Source: an optimization exercise on an open RTL-to-GDS flow (aim: small area, a short achievable clock period and few clock cycles per item). Production flows keep margins and buffers that such runs may drop. The RTL was checked by simulation tests, not by an equivalence proof against the original design. Power figures rest on the tool's default switching activity, not on a simulated workload.

`flow/design.v`:
```
package dltq_pkg;
  localparam int MaxTimersDefault = 16;
  localparam int TimeBitsDefault  = 32;
  localparam int MaxExpiry        = 64;
  localparam int CntBits          = 7;
  localparam int InDataBits       = 72;
  localparam int OutDataBits      = 40;
  localparam logic [1:0] OP_ADD     = 2'd0;
  localparam logic [1:0] OP_REMOVE  = 2'd1;
  localparam logic [1:0] OP_ADVANCE = 2'd2;
  localparam logic [1:0] KIND_DONE   = 2'd0;
  localparam logic [1:0] KIND_FIRED  = 2'd1;
  localparam logic [1:0] KIND_REJECT = 2'd2;
  typedef enum logic [3:0] {
    CMD_NONE,
    CMD_LOAD,
    CMD_ADD_START,
    CMD_INS_START,
    CMD_INS_STEP,
    CMD_INS_FIN,
    CMD_REM_START,
    CMD_UNL_STEP,
    CMD_UNL_FIN,
    CMD_ADV_START,
    CMD_ADV_TRIM,
    CMD_ADV_POP,
    CMD_SET_OVR,
    CMD_SNAP,
    CMD_EMIT
  } cmd_op_t;
  typedef enum logic [1:0] {
    EMIT_REJ,
    EMIT_DONE,
    EMIT_PEND,
    EMIT_FIN
  } emit_sel_t;
  typedef struct packed {
    cmd_op_t   op;
    emit_sel_t sel;
  } cmd_t;
  typedef struct packed {
    logic [1:0] op;
    logic       id_bad;
    logic       act_id;
    logic       ins_more;
    logic       unl_more;
    logic       list_ne;
    logic       adv_trim;
    logic       cnt_full;
    logic       rep_head;
    logic       pend_valid;
    logic       out_free;
  } status_t;
endpackage
module dltq_cmp1 (
  input  logic a,
  input  logic b,
  output logic g,
  output logic p
);
  assign g = ~a & b;
  assign p = ~a | b;
endmodule
module dltq_jn (
  input  logic gh,
  input  logic ph,
  input  logic gl,
  input  logic pl,
  output logic ng,
  output logic np
);
  assign ng = ~(gh | (ph & gl));
  assign np = ~(gh | (ph & pl));
endmodule
module dltq_jp (
  input  logic ngh,
  input  logic nph,
  input  logic ngl,
  input  logic npl,
  output logic g,
  output logic p
);
  assign g = ~(ngh & (nph | ngl));
  assign p = ~(ngh & (nph | npl));
endmodule
module dltq_lessc (
  input  logic [32:0] a,
  input  logic [32:0] b,
  output logic        lt
);
  logic [31:0] g0, p0;
  logic [15:0] g1, p1;
  logic [7:0]  g2, p2;
  logic [3:0]  g3, p3;
  logic [1:0]  g4, p4;
  logic        g5, p5;
  for (genvar i = 0; i < 32; i++) begin : g_l0
    dltq_cmp1 u (.a(a[i]), .b(b[i]), .g(g0[i]), .p(p0[i]));
  end
  for (genvar i = 0; i < 16; i++) begin : g_l1
    dltq_jn u (.gh(g0[2*i+1]), .ph(p0[2*i+1]), .gl(g0[2*i]), .pl(p0[2*i]), .ng(g1[i]), .np(p1[i]));
  end
  for (genvar i = 0; i < 8; i++) begin : g_l2
    dltq_jp u (.ngh(g1[2*i+1]), .nph(p1[2*i+1]), .ngl(g1[2*i]), .npl(p1[2*i]), .g(g2[i]), .p(p2[i]));
  end
  for (genvar i = 0; i < 4; i++) begin : g_l3
    dltq_jn u (.gh(g2[2*i+1]), .ph(p2[2*i+1]), .gl(g2[2*i]), .pl(p2[2*i]), .ng(g3[i]), .np(p3[i]));
  end
  for (genvar i = 0; i < 2; i++) begin : g_l4
    dltq_jp u (.ngh(g3[2*i+1]), .nph(p3[2*i+1]), .ngl(g3[2*i]), .npl(p3[2*i]), .g(g4[i]), .p(p4[i]));
  end
  dltq_jn u_l5 (.gh(g4[1]), .ph(p4[1]), .gl(g4[0]), .pl(p4[0]), .ng(g5), .np(p5));
  assign lt = ~(a[32] ^ b[32] ^ g5);
endmodule
module dltq_pn (
  input  logic gh,
  input  logic ph,
  input  logic gl,
  input  logic pl,
  output logic ng,
  output logic np
);
  assign ng = ~(gh | (ph & gl));
  assign np = ~(ph & pl);
endmodule
module dltq_pp (
  input  logic ngh,
  input  logic nph,
  input  logic ngl,
  input  logic npl,
  output logic g,
  output logic p
);
  assign g = ~(ngh & (nph | ngl));
  assign p = ~(nph | npl);
endmodule
module dltq_add33 (
  input  logic [32:0] a,
  input  logic [32:0] b,
  output logic [32:0] s
);
  localparam int W = 33;
  logic [W-1:0] x;
  logic [W-1:0] g [7];
  logic [W-1:0] p [7];
  assign x    = a ^ b;
  assign g[0] = a & b;
  assign p[0] = x;
  for (genvar k = 0; k < 6; k++) begin : g_lvl
    for (genvar i = 0; i < W; i++) begin : g_bit
      if (i >= (1 << k)) begin : g_node
        if (k % 2 == 0) begin : g_n
          dltq_pn u (.gh(g[k][i]), .ph(p[k][i]), .gl(g[k][i-(1<<k)]), .pl(p[k][i-(1<<k)]),
                     .ng(g[k+1][i]), .np(p[k+1][i]));
        end else begin : g_p
          dltq_pp u (.ngh(g[k][i]), .nph(p[k][i]), .ngl(g[k][i-(1<<k)]), .npl(p[k][i-(1<<k)]),
                     .g(g[k+1][i]), .p(p[k+1][i]));
        end
      end else begin : g_pass
        assign g[k+1][i] = ~g[k][i];
        assign p[k+1][i] = ~p[k][i];
      end
    end
  end
  assign s[0] = x[0];
  assign s[W-1:1] = x[W-1:1] ^ g[6][W-2:0];
endmodule
module delta_list_timer_queue #(
  parameter int MAX_TIMERS = dltq_pkg::MaxTimersDefault,
  parameter int TIME_BITS  = dltq_pkg::TimeBitsDefault
) (
  input  logic                             clk,
  input  logic                             rst,
  input  logic                             s_axis_tvalid,
  output logic                             s_axis_tready,
  input  logic [dltq_pkg::InDataBits-1:0]  s_axis_tdata,
  input  logic [1:0]                       s_axis_tuser,
  output logic                             m_axis_tvalid,
  input  logic                             m_axis_tready,
  output logic [dltq_pkg::OutDataBits-1:0] m_axis_tdata,
  output logic [1:0]                       m_axis_tuser,
  output logic                             m_axis_tlast
);
  localparam int N = 16;
  logic             req_v;
  logic [1:0]       req_op;
  logic [3:0]       req_id;
  logic [31:0]      req_val;     
  logic [32:0]      xr;
  logic             xadd;        
  logic             req_rep;
  logic [N-1:0][32:0] dl;        
  logic [N-1:0][31:0] per;
  logic [N-1:0]       rpt;
  logic [N-1:0]       act;
  logic [N-1:0][3:0]  ord;       
  logic [N-1:0]       vm;        
  logic [32:0]      hd;
  logic [31:0]      hp;
  logic             hr;
  logic [32:0]      hx;
  logic [32:0]      d1;
  logic [31:0]      p1;
  logic             r1;
  logic [32:0]      x1;
  logic [32:0]      xq;
  logic [32:0]      tnow;
  logic             adv_busy;    
  logic [5:0]       cnt;         
  logic             pr_v;
  logic [1:0]       pr_kind;
  logic [3:0]       pr_id;
  logic             pr_last;
  logic             pr_ovr;
  logic             out_v;
  logic [37:0]      out_data;
  logic [1:0]       out_kind;
  logic             out_last;
  logic             sk_v;
  logic [37:0]      sk_data;
  logic [1:0]       sk_kind;
  logic             sk_last;
  logic exec_en, emit_go, start, fire, is_add, is_rem, is_adv;
  logic add_ok, rem_ok, fire_rep, fire_pop;
  logic [3:0]  h, o2;
  logic [32:0] do2, tsum, tgt_u, xin, ax, bx2, xbase, xs_hd, xs_oth;
  logic [31:0] vsel;
  logic [31:0] po2;
  logic        ro2;
  logic        due0, due_x, due_o1, next_due, cap, last;
  logic [N-1:0] lt;
  logic [N:0]   fpos;    
  logic [N-1:0] epos, bpos;
  assign exec_en = !pr_v || !sk_v;
  assign emit_go = pr_v && !sk_v;
  assign start   = req_v && !adv_busy && exec_en;
  assign s_axis_tready = !req_v || (!adv_busy && exec_en);
  assign is_add = start && (req_op == dltq_pkg::OP_ADD);
  assign is_rem = start && (req_op == dltq_pkg::OP_REMOVE);
  assign is_adv = start && (req_op == dltq_pkg::OP_ADVANCE);
  assign add_ok = is_add && !act[req_id];
  assign rem_ok = is_rem && act[req_id];
  assign h    = ord[0];
  assign o2   = ord[2];
  assign do2  = dl[o2];
  assign po2  = per[o2];
  assign ro2  = rpt[o2];
  assign tsum = xr;
  assign tgt_u = xr;
  logic c_due0, c_due_x, c_due_o1;
  dltq_lessc u_due0 (.a(tsum), .b(hd), .lt(c_due0));
  assign due0 = vm[0] && !c_due0;
  assign fire = (adv_busy && exec_en) || (is_adv && due0);
  assign fire_rep = fire && hr;
  assign fire_pop = fire && !hr;
  assign xin = xq;
  assign ax = xadd ? (tsum + {1'b0, req_val}) : (hx + {1'b0, hp});
  assign bx2 = do2 + {1'b0, po2};
  logic c_h, c_o1;
  dltq_lessc u_c_h (.a(hd), .b(xin), .lt(c_h));
  dltq_lessc u_c_o1 (.a(d1), .b(xin), .lt(c_o1));
  for (genvar i = 0; i < N; i++) begin : g_lt
    dltq_lessc u_lt (.a(dl[i]), .b(xin), .lt(lt[i]));
  end
  always_comb begin
    fpos[N] = 1'b0;
    fpos[0] = vm[0] && c_h;
    fpos[1] = vm[1] && c_o1;
    for (int j = 2; j < N; j++) fpos[j] = vm[j] && lt[ord[j]];
    for (int j = 0; j < N; j++) epos[j] = vm[j] && (ord[j] == req_id);
    bpos[0] = epos[0];
    for (int j = 1; j < N; j++) bpos[j] = bpos[j-1] | epos[j];
  end
  dltq_lessc u_due_x (.a(tgt_u), .b(hx), .lt(c_due_x));
  dltq_lessc u_due_o1 (.a(tgt_u), .b(d1), .lt(c_due_o1));
  assign due_x    = !c_due_x;
  assign due_o1   = !c_due_o1;
  assign next_due = hr ? (fpos[1] ? due_o1 : due_x) : (vm[1] && due_o1);
  assign cap      = adv_busy && (cnt == 6'd62);
  assign vsel  = !s_axis_tready ? req_val :
                 s_axis_tuser[1] ? s_axis_tdata[68:37] : s_axis_tdata[35:4];
  assign xbase = (adv_busy || is_adv) ? xr : tnow;
  dltq_add33 u_xs_oth (.a(xbase), .b({1'b0, vsel}), .s(xs_oth));
  dltq_add33 u_xs_hd (.a(hd), .b({1'b0, vsel}), .s(xs_hd));
  assign last     = !next_due || cap;
  logic [32:0] xr_n, hx_n;
  logic        busy_n, xadd_n, hsel_new, hsel_o1;
  assign busy_n   = fire ? !last : adv_busy;
  assign xr_n     = busy_n ? xr : ((fire && next_due) ? xs_hd : xs_oth);
  assign xadd_n   = ((s_axis_tready && s_axis_tvalid) ? (s_axis_tuser == dltq_pkg::OP_ADD)
                                                       : (req_op == dltq_pkg::OP_ADD))
                    && !busy_n;
  assign hsel_new = (add_ok && !fpos[0]) || (fire_rep && !fpos[1]);
  assign hsel_o1  = (rem_ok && epos[0]) || fire_pop || (fire_rep && fpos[1]);
  assign hx_n     = hsel_new ? ax : (hsel_o1 ? x1 : hx);
  logic [31:0] nd;
  logic [37:0] res_data;
  assign nd       = vm[0] ? (hd[31:0] - tnow[31:0]) : 32'd0;
  assign res_data = {pr_ovr, nd, vm[0], pr_id};
  always_ff @(posedge clk) begin
    if (rst) begin
      req_v    <= 1'b0;
      act      <= '0;
      vm       <= '0;
      adv_busy <= 1'b0;
      pr_v     <= 1'b0;
      out_v    <= 1'b0;
      sk_v     <= 1'b0;
    end else begin
      xr   <= xr_n;
      xadd <= xadd_n;
      hx   <= hx_n;
      xq   <= xadd_n ? xr_n : hx_n;
      if (s_axis_tready) begin
        req_v <= s_axis_tvalid;
        if (s_axis_tvalid) begin
          req_op  <= s_axis_tuser;
          req_id  <= s_axis_tdata[3:0];
          req_val <= s_axis_tuser[1] ? s_axis_tdata[68:37] : s_axis_tdata[35:4];
          req_rep <= s_axis_tdata[36];
        end
      end
      for (int i = 0; i < N; i++) begin
        if ((add_ok && req_id == i) || (fire_rep && h == i)) dl[i] <= xin;
        if (add_ok && req_id == i) begin
          per[i] <= req_val;
          rpt[i] <= req_rep;
        end
        if (add_ok && req_id == i) act[i] <= 1'b1;
        else if ((rem_ok && req_id == i) || (fire_pop && h == i)) act[i] <= 1'b0;
      end
      if (add_ok) begin
        if (!fpos[0]) ord[0] <= req_id;
        for (int j = 1; j < N; j++) begin
          if (fpos[j]) ord[j] <= ord[j];
          else if (fpos[j-1]) ord[j] <= req_id;
          else ord[j] <= ord[j-1];
        end
        vm <= {vm[N-2:0], 1'b1};
      end else if (rem_ok) begin
        for (int j = 0; j < N - 1; j++)
          if (bpos[j]) ord[j] <= ord[j+1];
        vm <= {1'b0, vm[N-1:1]};
      end else if (fire_rep) begin
        ord[0] <= fpos[1] ? ord[1] : h;
        for (int j = 1; j < N - 1; j++) begin
          if (fpos[j+1]) ord[j] <= ord[j+1];
          else if (fpos[j]) ord[j] <= h;
        end
        if (fpos[N-1]) ord[N-1] <= h;
      end else if (fire_pop) begin
        for (int j = 0; j < N - 1; j++) ord[j] <= ord[j+1];
        vm <= {1'b0, vm[N-1:1]};
      end
      if (hsel_new) hd <= xin;
      else if (hsel_o1) hd <= d1;
      if (add_ok && !fpos[0]) begin
        hp <= req_val;
        hr <= req_rep;
      end else if (hsel_o1) begin
        hp <= p1;
        hr <= r1;
      end
      if (add_ok) begin
        if (!fpos[0]) begin
          d1 <= hd;
          p1 <= hp;
          r1 <= hr;
          x1 <= hx;
        end else if (!fpos[1]) begin
          d1 <= xin;
          p1 <= req_val;
          r1 <= req_rep;
          x1 <= ax;
        end
      end else if ((rem_ok && bpos[1]) || fire_pop || (fire_rep && fpos[2])) begin
        d1 <= do2;
        p1 <= po2;
        r1 <= ro2;
        x1 <= bx2;
      end else if (fire_rep && fpos[1]) begin
        d1 <= xin;
        p1 <= hp;
        r1 <= hr;
        x1 <= ax;
      end
      if (is_adv && !due0) tnow <= tsum;
      if (fire) begin
        tnow     <= next_due ? hd : tgt_u;
        cnt      <= adv_busy ? cnt + 6'd1 : 6'd0;
        adv_busy <= !last;
      end
      if (start || fire) begin
        pr_v    <= 1'b1;
        pr_last <= !fire || last;
        pr_ovr  <= fire && next_due && cap;
        pr_id   <= fire ? h : req_id;
        if (fire) pr_kind <= dltq_pkg::KIND_FIRED;
        else if (add_ok || rem_ok || is_adv) pr_kind <= dltq_pkg::KIND_DONE;
        else pr_kind <= dltq_pkg::KIND_REJECT;
      end else if (emit_go) begin
        pr_v <= 1'b0;
      end
      if (!out_v || m_axis_tready) begin
        if (sk_v) begin
          out_v    <= 1'b1;
          out_data <= sk_data;
          out_kind <= sk_kind;
          out_last <= sk_last;
          sk_v     <= 1'b0;
        end else begin
          out_v    <= emit_go;
          out_data <= res_data;
          out_kind <= pr_kind;
          out_last <= pr_last;
        end
      end else if (emit_go) begin
        sk_v    <= 1'b1;
        sk_data <= res_data;
        sk_kind <= pr_kind;
        sk_last <= pr_last;
      end
    end
  end
  assign m_axis_tvalid = out_v;
  assign m_axis_tdata  = {2'b00, out_data};
  assign m_axis_tuser  = out_kind;
  assign m_axis_tlast  = out_last;
endmodule
```
`flow/run.sh`:
```
#!/bin/bash
# synth_recipe.tcl (not shown) runs the flow's synth.tcl, then flattens the netlist and writes it again
# the make line also repeats each setting of config.mk as NAME=value (left out here)
make -C /OpenROAD-flow-scripts/flow DESIGN_CONFIG=/design/flow/config.mk WORK_HOME=/design/flow/orfs CLKGATE_MAP_FILE= SYNTH_SCRIPT=/design/flow/synth_recipe.tcl finish
```
`flow/config.mk`:
```
export PLATFORM = sky130hd
export DESIGN_NAME = delta_list_timer_queue
export DESIGN_NICKNAME = delta_list_timer_queue
export VERILOG_FILES = /design/flow/design.v
export SDC_FILE = /design/flow/constraint.sdc
export NUM_CORES = 4
export LEC_CHECK = 0
export CAP_MARGIN = 20
export CORE_MARGIN = 2
export CORE_UTILIZATION = 55
export PLACE_DENSITY = 0.7
export SETUP_SLACK_MARGIN = 5
export SLEW_MARGIN = 20
export SYNTH_HIERARCHICAL = 1
export SYNTH_MINIMUM_KEEP_SIZE = 0
export TNS_END_PERCENT = 10
```
`flow/constraint.sdc`:
```
create_clock -name core_clock -period 10.0 [get_ports {clk}]
set_input_delay 2.0000 -clock core_clock [delete_from_list [all_inputs] [get_ports {clk}]]
set_output_delay 2.0000 -clock core_clock [all_outputs]
set_load 0.01 [all_outputs]
```
==> impl_metrics.py, run 1 <==
metrics = {
    "floorplan": {
        "fp.dieW_um": 425,
        "dieArea_um2": 180000,
        "io_pins": 123,
        "coreArea_um2": 176000,
        "start_util": 0.553,
        "rows": 154,
        "die_y_um": 425,
    },
    "power": {
        "power.share.clock": 0.384,
        "comb_power_share": 0.167,
        "power_density_nw_per_um2": 154,
        "ir_drop_mv": 0.195,
        "internal_power_mw": 12.3,
        "pwr-share-seq": 0.449,
        "power_mw": 17.0,
        "swShare": 0.277,
        "p_leak_nw": 37.1,
        "p_sw_mw": 4.71,
    },
    "global_routing": {
        "grt_start_max_net_pins": 115,
        "grt_remaining_overflow": 0,
        "antenna_found_initial": 11,
        "grt_usage": 0.332,
        "grt_pass1_wl_um": 444000,
        "grt_pass1_vias": 68600,
    },
    "sta": {
        "max_clock_freq_mhz": 194,
        "fin_setup_tns_ps": 0,
        "hold_viol_final": 0,
        "drv_slew": 0,
        "setup_violations": 0,
        "worst_slew_margin_rel": 0.206,
        "period_share": 0.515,
        "finalCriticalPeriod_ps": 5150,
        "grt_setup_unrepaired": "true",
        "skew_ps": 67.8,
        "worst_pin_slew_ps": 1190,
    },
    "setup_path": {
        "cp_max_fo": 36,
        "arrival_ps": 5620,
        "cp.required_ps": 10480,
        "worstPathCellList": "buf_4 -> nor2b_2 -> a21oi_1 -> o21ai_1 -> a21oi_2 -> o21ai_1 -> a21oi_1 -> xnor3_1 -> and2_1 -> buf_4 -> nor2_8 -> a21oi_4 -> a21oi_4 -> buf_4",
        "critPathBufInv": 3,
        "cpPeakStageDelay_ps": 770,
        "cp-end-kind": "flop",
        "path_class": "flop to flop",
        "cp_common_cell": "buf_4",
        "critPathSlowestCell": "nor2_8",
        "start_kind": "flop",
        "crit_family": "compound AO/OA/AOI/OAI gates",
    },
    "place": {
        "hpwl_um": 207000,
        "port_buffers": 117,
        "gp_congestion": 1.01,
    },
    "clocking": {
        "cts_made_buffers": 172,
        "insertion_delay_ps": 880,
        "cts_root_buf": "clkbuf_16",
        "cts_hold_buf": 0,
        "htreeDepth": 4,
        "path_clk_slew_ps": 60,
        "clock-sinks": 1590,
        "clockBufferDepth": 3,
        "cts_tree": "yes",
    },
    "finish": {
        "final_cell_mix": "edfxtp_1 (1553), nand2b_1 (680), nor2b_2 (656), a21oi_1 (617), nand2_1 (578)",
        "nets": 8645,
        "final_common_cell": "edfxtp_1",
        "layout-drive-gt1-share": 0.321,
        "syn2layout_area_growth_pct": 13.6,
        "fin_util": 0.628,
        "fill_cells": 13200,
    },
    "logic_synthesis": {
        "syn_inst": 8076,
        "synth_area_per_cell_um2": 12.0,
        "synth_area_um2": 97300,
        "yosysWarnings": 12,
    },
    "route": {
        "firstDrtPassIters": 8,
        "vias_per_cell": 6.48,
        "wirelength_um": 305000,
        "antenna_left": 0,
        "routedWlPerCell_um": 28.0,
        "vias": 70400,
        "drtIter0Drc": 8003,
        "drc_errors": 0,
    },
    "hold_path": {
        "hp-class": "flop to flop",
    },
    "run": {
        "drv_cap": 0,
    },
    "outcome": {
        "status": "finished clean",
    },
}
power by group through the flow:
stage	logic, mW	registers, mW	clock network, mW
final	2.85	7.62	6.52
after detailed placement	2.64	7.77	0
after global placement	2.58	7.77	0
after CTS	2.75	7.61	6.59
after floorplan	1.80	7.80	0
after global routing	3.04	7.62	6.85
repair_timing:
action | 4_1_cts | 5_1_grt
resized for setup | 152 | 90
pin swaps | 31 | 15
endpoints found under the setup margin | 1231 | 963
setup buffers | 74 | 14
gates cloned | 17 | 5
path summary, 6_finish.rpt:
path | slack (ps) | from | cells past startpoint | endpoint
worst max-delay path | 4850 | xq[14]$_DFFE_PN_ | 14 | hd[4]$_DFFE_PP_
worst min-delay path | 450 | pr_id[3]$_DFFE_PP_ | 0 | sk_data[3]$_DFFE_PP_
worst max register to register | 4850 | xq[14]$_DFFE_PN_ | 14 | hd[4]$_DFFE_PP_
worst min register to register | 450 | pr_id[3]$_DFFE_PP_ | 0 | sk_data[3]$_DFFE_PP_
per-layer routing:
metal	vias up	part of all wire	global-route usage
met5	-	0.000036	0
met4	2	0.052	0.157
met2	3427	0.47	0.530
met3	591	0.087	0.0552
met1	35200	0.39	0.445
li1	31100	-	-
metrics by stage:
stage	hold WS (ps)	area (um2)	instances	worst slack, ps
after floorplan	422	97500	8079	4070
after global placement	431	102000	10400	2970
after detailed placement	436	102000	10400	2870
after CTS	451	110000	10800	4810
after global routing	459	111000	10900	4840
final	450	111000	10900	4850
cell type report:
type	count	area, um2	area share
flip-flops and latches	1590	47400	0.429
clock inverters	112	1260	0.0114
diodes	10	25.0	0.000226
well taps	2340	2930	0.0265
multi-input cells	6091	49700	0.450
clock buffers	207	4500	0.0407
inverters	92	352	0.00318
repair inverters	1	5.00	0.0000453
repair buffers	420	4370	0.0396
state kept, by name (all words and copies together), names as in the netlist, 4 cells and up:
name,cells
hx,33
xr,33
out_data,38
p1,32
hp,32
pr_id,4
d1,33
rpt,16
req_val,32
hd,33
x1,33
dl,528
req_id,4
tnow,33
ord,64
vm,16
sk_data,38
act,16
xq,33
cnt,6
per,512
Testbench counts, summed over its fixed seeds: cycles 18,422, items 8,000.
==> inputs of run 2 (changes only) <==
--- a/flow/design.v
+++ b/flow/design.v
@@ -202,7 +202,6 @@
   logic [32:0]      d1;
   logic [31:0]      p1;
   logic             r1;
-  logic [32:0]      x1;
   logic [32:0]      xq;
   logic [32:0]      tnow;
   logic             adv_busy;    
@@ -223,7 +222,7 @@
   logic exec_en, emit_go, start, fire, is_add, is_rem, is_adv;
   logic add_ok, rem_ok, fire_rep, fire_pop;
   logic [3:0]  h, o2;
-  logic [32:0] do2, tsum, tgt_u, xin, ax, bx2, xbase, xs_hd, xs_oth;
+  logic [32:0] do2, tsum, tgt_u, xin, ax, bx, xbase, xs_hd, xs_oth;
   logic [31:0] vsel;
   logic [31:0] po2;
   logic        ro2;
@@ -255,7 +254,7 @@
   assign fire_pop = fire && !hr;
   assign xin = xq;
   assign ax = xadd ? (tsum + {1'b0, req_val}) : (hx + {1'b0, hp});
-  assign bx2 = do2 + {1'b0, po2};
+  assign bx = d1 + {1'b0, p1};
   logic c_h, c_o1;
   dltq_lessc u_c_h (.a(hd), .b(xin), .lt(c_h));
   dltq_lessc u_c_o1 (.a(d1), .b(xin), .lt(c_o1));
@@ -292,7 +291,7 @@
                     && !busy_n;
   assign hsel_new = (add_ok && !fpos[0]) || (fire_rep && !fpos[1]);
   assign hsel_o1  = (rem_ok && epos[0]) || fire_pop || (fire_rep && fpos[1]);
-  assign hx_n     = hsel_new ? ax : (hsel_o1 ? x1 : hx);
+  assign hx_n     = hsel_new ? ax : (hsel_o1 ? bx : hx);
   logic [31:0] nd;
   logic [37:0] res_data;
   assign nd       = vm[0] ? (hd[31:0] - tnow[31:0]) : 32'd0;
@@ -366,23 +365,19 @@
           d1 <= hd;
           p1 <= hp;
           r1 <= hr;
-          x1 <= hx;
         end else if (!fpos[1]) begin
           d1 <= xin;
           p1 <= req_val;
           r1 <= req_rep;
-          x1 <= ax;
         end
       end else if ((rem_ok && bpos[1]) || fire_pop || (fire_rep && fpos[2])) begin
         d1 <= do2;
         p1 <= po2;
         r1 <= ro2;
-        x1 <= bx2;
       end else if (fire_rep && fpos[1]) begin
         d1 <= xin;
         p1 <= hp;
         r1 <= hr;
-        x1 <= ax;
       end
       if (is_adv && !due0) tnow <= tsum;
       if (fire) begin
--- a/flow/config.mk
+++ b/flow/config.mk
@@ -8,6 +8,8 @@
 export CAP_MARGIN = 20
 export CORE_MARGIN = 2
 export CORE_UTILIZATION = 55
+export CTS_CLUSTER_DIAMETER = 80
+export CTS_CLUSTER_SIZE = 20
 export PLACE_DENSITY = 0.7
 export SETUP_SLACK_MARGIN = 5
 export SLEW_MARGIN = 20
==> run 2 against run 1 <==
Net effect:
- largest power group unchanged
- synthesized area decreased by 1.7%
- non-clock buffer count decreased by 36
- critical path type is now input pin to flop
- still clean on timing, DRC and antenna
- design area decreased by 5.0%
- count of clock-buffer cells in the layout decreased by 89
- power decreased by 11%
- core utilization decreased by 2.2 points
- synthesized cell count decreased by 2.3%
- wire length decreased by 7.8%
==> impl_metrics.py, run 2 <==
metrics = {
    "power": {
        "power_density_nw_per_um2": 143,
        "ir_drop_mv": 0.133,
        "p_leak_nw": 34.6,
    },
    "setup_path": {
        "crit_family": "compound AO/OA/AOI/OAI gates",
        "cpPeakStageDelay_ps": 470,
        "worstPathCellList": "buf_2 -> buf_6 -> mux2_2 -> mux2_2 -> ha_1 -> a21oi_2 -> o21ai_2 -> a21oi_4 -> o21ai_2 -> a21oi_2 -> xnor3_1 -> mux2i_1 -> o21ai_1 -> mux2i_1 -> a31oi_1",
        "path_class": "input pin to flop",
        "cp-end-kind": "flop",
        "critPathSlowestCell": "mux2_2",
        "cp.required_ps": 10510,
        "critPathBufInv": 2,
        "worstSetupStartpoint": "s_axis_tuser[1]",
        "worstRegToRegCells": 18,
        "cp_max_fo": 34,
        "start_kind": "input pin",
        "reg2reg_from": "xq[31]$_DFFE_PN_",
        "arrival_ps": 5710,
        "ff2ff_setup_slack_ps": 4920,
        "r2r_end": "p1[15]$_DFFE_PP_",
        "cp_num_cells": 15,
    },
    "global_routing": {
        "grt_remaining_overflow": 0,
        "grt_pass1_wl_um": 413000,
        "grt_start_max_net_pins": 109,
        "grt_usage": 0.308,
        "antenna_found_initial": 8,
        "grt_pass1_vias": 65200,
    },
    "floorplan": {
        "coreArea_um2": 173000,
        "die_y_um": 421,
        "io_pins": 123,
        "fp.dieW_um": 421,
        "start_util": 0.552,
        "rows": 153,
        "dieArea_um2": 177000,
    },
    "clocking": {
        "cts_tree": "yes",
        "clockBufferDepth": 3,
        "cts_root_buf": "clkbuf_16",
        "htreeDepth": 3,
        "path_clk_slew_ps": 90,
        "cts_hold_buf": 0,
        "clock-sinks": 1557,
        "insertion_delay_ps": 800,
        "cts_made_buffers": 110,
    },
    "route": {
        "drc_errors": 0,
        "vias": 66900,
        "antenna_left": 0,
        "routedWlPerCell_um": 26.8,
        "vias_per_cell": 6.38,
        "wirelength_um": 281000,
        "firstDrtPassIters": 6,
        "drtIter0Drc": 7788,
    },
    "outcome": {
        "status": "finished clean",
    },
    "place": {
        "gp_congestion": 1.00,
        "port_buffers": 117,
        "hpwl_um": 196000,
    },
    "sta": {
        "finalCriticalPeriod_ps": 5200,
        "drv_slew": 0,
        "max_clock_freq_mhz": 192,
        "setup_violations": 0,
        "worst_pin_slew_ps": 1290,
        "hold_viol_final": 0,
        "grt_setup_unrepaired": "true",
        "fin_setup_tns_ps": 0,
        "worst_slew_margin_rel": 0.133,
        "period_share": 0.520,
        "skew_ps": 41.5,
    },
    "finish": {
        "syn2layout_area_growth_pct": 9.81,
        "largest_register_ffs": 528,
        "final_common_cell": "edfxtp_1",
        "layout-drive-gt1-share": 0.307,
        "final_cell_mix": "edfxtp_1 (1520), nand2b_1 (677), nor2b_2 (674), a21oi_1 (638), nand2_1 (576)",
        "fin_util": 0.606,
        "nets": 8363,
        "top_register": "dl",
        "top_regs": "dl (528), per (512), ord (64)",
    },
    "hold_path": {
        "hp-class": "flop to flop",
        "hold_path_startpoint": "pr_kind[1]$_SDFFCE_PN0P_",
        "hold-path-endpoint": "sk_kind[1]$_DFFE_PP_",
        "min_path_cells": 0,
    },
    "logic_synthesis": {
        "yosysWarnings": 12,
        "syn_inst": 7893,
        "synth_area_um2": 95600,
        "synth_area_per_cell_um2": 12.1,
    },
    "run": {
        "drv_cap": 0,
    },
}
==> run 2: cell type report <==
class | count | area (um2)
antenna | 5 | 12.5
clock buffer | 118 | 2850
clock inverter | 60 | 785
fill | 13600 | 68300
inverter | 115 | 442
multi-input combinational | 5918 | 48200
sequential | 1557 | 46400
tap | 2325 | 2910
timing repair buffer | 384 | 3440
==> run 2: what timing repair did <==
item                                   4_1_cts  5_1_grt
pin swaps                                    9        0
gates resized for setup                     82       13
cloned                                       3        0
buffers inserted                            27      110
endpoints found under the hold margin        0        0
setup endpoints to repair                  938      739
==> run 2: layer usage <==
| metal | vias to the layer above | wire [um] | track usage |
|---|---|---|---|
| met1 | 33600 | 116000 | 0.424 |
| met3 | 442 | 20400 | 0.0442 |
| met5 | - | 12 | 0 |
| met4 | 2 | 12400 | 0.124 |
| met2 | 2636 | 132000 | 0.496 |
| li1 | 30200 | - | - |
==> run 2: stage by stage <==
stage / power, mW / worst slack [ps] / instance area [um2] / hold WS (ps) / cells
floorplan: 9.42 / 4440 / 95700 / 406 / 7896
global placement: 10.1 / 3490 / 99800 / 432 / 10200
detailed placement: 10.2 / 3390 / 99800 / 441 / 10200
CTS: 15.0 / 4800 / 104000 / 458 / 10400
global route: 15.5 / 4760 / 105000 / 472 / 10500
finish: 15.1 / 4800 / 105000 / 464 / 10500
==> run 2: worst max path at each step <==
stage / end
after floorplan: dl[198]$_DFFE_PP_
after global placement: p1[0]$_DFFE_PP_
after detailed placement: p1[3]$_DFFE_PP_
after CTS: dl[270]$_DFFE_PP_
after global routing: ord[38]$_DFFE_PP_
final: xq[32]$_DFFE_PN_
==> run 2: where the power goes <==
group	total (mW)	internal [mW]	switching, mW	leakage [nW]
sequential	7.45	7.30	0.150	14.1
clock	4.85	2.32	2.53	1.78
combinational	2.76	1.15	1.61	18.7
Testbench counts of run 2, summed over its fixed seeds: cycles 18,422, items 8,000.

[afterwards: timing with drivers on the ports]
No port has a modelled driver above. Below, the same layouts with a new extraction and two added sets of constraints.
Step 1 (the two cells are an assumption about what drives the block):
set clk [get_ports {clk}]
set_driving_cell -lib_cell sky130_fd_sc_hd__clkbuf_16 $clk
set_driving_cell -lib_cell sky130_fd_sc_hd__buf_2 [delete_from_list [all_inputs] $clk]
Step 2 adds t to the input delays and takes it off the output delays; t is the mean of the earliest and latest rising clock arrival at the registers after step 1. Input paths then give back, and output paths get back, about the clock's delay inside the block.
Three values: no drivers, after step 1, after step 2; two values: the first two.
run	t, ns	setup slack, ns	worst setup path at the end	worst register clock-pin slew, ns	pins driven straight from the clock port
run 1	0.930	4.853 / 4.853 / 4.117	input to register	0.07 / 0.07	1
run 2	0.862	4.804 / 4.862 / 4.000	input to register	0.09 / 0.09	1
After both steps setup and hold are still met in every run listed. The setup slack of run 2, which loses most, moves by +0.058 ns with the drivers and by -0.804 ns with both steps.
